This design comes from an exercise in tuning for small area and a short achievable clock period on the open sky130 flow, not from production work. Where RTL was checked, it was by simulation tests only, not by an equivalence proof against the original.

Setup of epsilon:
// sobel_conv_top
module sobel_conv_top (
  input  logic        clk_main_a0,
  input  logic        rst_main_n_sync,
  input  logic        awvalid,
  input  logic [31:0] awaddr,
  output logic        awready,
  input  logic        wvalid,
  input  logic [31:0] wdata,
  output logic        wready,
  output logic        bvalid,
  output logic [1:0]  bresp,
  input  logic        bready,
  input  logic        arvalid,
  input  logic [31:0] araddr,
  output logic        arready,
  output logic        rvalid,
  output logic [31:0] rdata,
  output logic [1:0]  rresp,
  input  logic        rready,
  input  logic [15:0] vdip,
  output logic [15:0] vled
);
Size in the first run: roughly 610 cells after synthesis, ~190 flip-flops, ~180 I/O pins, roughly 0.0084 mm2 of cells after synthesis.
==> flow/config.mk <==
export PLATFORM = sky130hd
export DESIGN_NAME = sobel_conv_top
export DESIGN_NICKNAME = sobel_conv_top
export VERILOG_FILES = /design/flow/design.v
export SDC_FILE = /design/flow/constraint.sdc
export NUM_CORES = 4
export LEC_CHECK = 0
export CAP_MARGIN = 20
export CORE_MARGIN = 2
export CORE_UTILIZATION = 55
export PLACE_DENSITY = 0.8
export SETUP_SLACK_MARGIN = 3.75
export SLEW_MARGIN = 20
export SYNTH_HIERARCHICAL = 1
==> flow/constraint.sdc <==
create_clock -name core_clock -period 7.0 [get_ports {clk_main_a0}]
set_input_delay 1.4000 -clock core_clock [delete_from_list [all_inputs] [get_ports {clk_main_a0}]]
set_output_delay 1.4000 -clock core_clock [all_outputs]
set_load 0.01 [all_outputs]
standard.sh (not shown) runs the stock make flow with config.mk's settings and CLKGATE_MAP_FILE= SYNTH_SCRIPT=/design/flow/synth_recipe.tcl, a recipe that flattens the netlist after the stock synthesis.
==> flow/flow/run.sh <==
#!/bin/bash
# The standard layout (standard.sh, unchanged synthesis and steps) with two
# placement/CTS options changed:
#  - port buffers are sky130_fd_sc_hd__buf_1 instead of the default pick
#  - clock tree built from clkbuf_4/clkbuf_8 without dummy loads
set -o pipefail
export BUFFER_PORTS_ARGS="-buffer_cell sky130_fd_sc_hd__buf_1"
export CTS_ARGS="-sink_clustering_enable -repair_clock_nets -dont_use_dummy_load -buf_list {sky130_fd_sc_hd__clkbuf_4 sky130_fd_sc_hd__clkbuf_8}"
bash standard.sh > standard.log 2>&1
status=$?
cp -r orfs/logs orfs_logs 2>/dev/null
exit $status
[inputs] delta vs epsilon
--- a/flow/design.v
+++ b/flow/design.v
@@ -158,57 +158,56 @@
     end else begin
       if (w_wait) w_wait <= ~wvalid;
       else        w_wait <= aw_hs;
       if (bvalid) bvalid <= ~bready;
       else        bvalid <= w_hs;
     end
   end
   always_ff @(posedge clk_main_a0) begin
     if (aw_hs) w_code <= wr_code(awaddr);
   end
   logic [11:0] p0, p2, n6, n8;
   logic [10:0] n1, n3, p5, p7;
-  logic        mode_nz, mode_z;    
+  logic        mode_nz;    
   logic [15:0] scratch;
   logic [15:0] wd;
   logic [11:0] wdn;
   assign wd  = wdata[15:0] & {16{rst_n}};
   assign wdn = ~wd[11:0];
   logic we_p0, we_p1, we_p2, we_p3, we_p5, we_p6, we_p7, we_p8, we_mode, we_scr;
   assign we_scr  = ~rst_n | (w_hs && w_code == 4'd0);
   assign we_mode = ~rst_n | (w_hs && w_code == 4'd1);
   assign we_p0   = ~rst_n | (w_hs && w_code == 4'd4);
   assign we_p1   = ~rst_n | (w_hs && w_code == 4'd5);
   assign we_p2   = ~rst_n | (w_hs && w_code == 4'd6);
   assign we_p3   = ~rst_n | (w_hs && w_code == 4'd7);
   assign we_p5   = ~rst_n | (w_hs && w_code == 4'd9);
   assign we_p6   = ~rst_n | (w_hs && w_code == 4'd10);
   assign we_p7   = ~rst_n | (w_hs && w_code == 4'd11);
   assign we_p8   = ~rst_n | (w_hs && w_code == 4'd12);
   always_ff @(posedge clk_main_a0) begin
     if (we_scr)  scratch <= wd;
     if (we_mode) mode_nz <= rst_n & (|wdata);
-    if (we_mode) mode_z  <= ~(rst_n & (|wdata));
     if (we_p0)   p0 <= wd[11:0];
     if (we_p1)   n1 <= wdn[10:0];
     if (we_p2)   p2 <= wd[11:0];
     if (we_p3)   n3 <= wdn[10:0];
     if (we_p5)   p5 <= wd[10:0];
     if (we_p6)   n6 <= wdn[11:0];
     if (we_p7)   p7 <= wd[10:0];
     if (we_p8)   n8 <= wdn[11:0];
   end
   logic [11:0] m, x, ny;
   logic [10:0] u, nv;
-  assign m  = {12{mode_z}};
+  assign m  = {12{~mode_nz}};
   assign x  = p2 ^ m;
   assign ny = n6 ^ m;
   assign u  = ~(mode_nz ? n1 : n3);
   assign nv = ~(mode_nz ? p7 : p5);
   logic [11:0] a0, a1, a2, a3, a4, a5;
   logic [11:0] s1, c1, s2, c2, s3, c3, s4, c4;
   logic [11:0] c1s, c2s, c3s, c4s;
   assign a0 = p0;
   assign a1 = n8;
   assign a2 = x;
   assign a3 = ny;
   assign a4 = {u, 1'b0};
## What came out
- Having completed the whole flow, delta delivered a layout that passed the timing, design-rule and antenna checks.
- Vias: delta above epsilon
- Changes observed in delta relative to epsilon: final clock period utilization by the worst path increased 0.37 points; initial core utilization essentially unchanged.
- Changes observed in delta relative to epsilon: post-placement cell count fell by 3, final core utilization now sits higher, cell area increased about 0.3%.
- Floorplan check, delta vs epsilon: die outline smaller in delta
For delta, only the layout was checked, not whether the RTL still works.

## what the ideal ports hide
Ports are ideal in the flow. The routed layouts listed here were re-timed in OpenROAD.
Step 1 assumes that a clkbuf_16 drives the clock port and a buf_2 every other input.
Step 2, shift: input delay + t, output delay - t, t = (earliest + latest rising clock arrival at the registers) / 2. This alone moves slack from input paths to output paths.
a / b / c = ideal / step 1 / step 2; a / b = the first two.
run	shift t [ns]	setup slack, ns	pins driven straight from the clock port
epsilon	0.502	3.740 / 3.701 / 3.675	1
delta	0.465	3.715 / 3.680 / 3.714	1
After both steps setup and hold are still met in every run listed. The setup slack of epsilon, which loses most, moves by -0.039 ns with the drivers and by -0.065 ns with both steps.
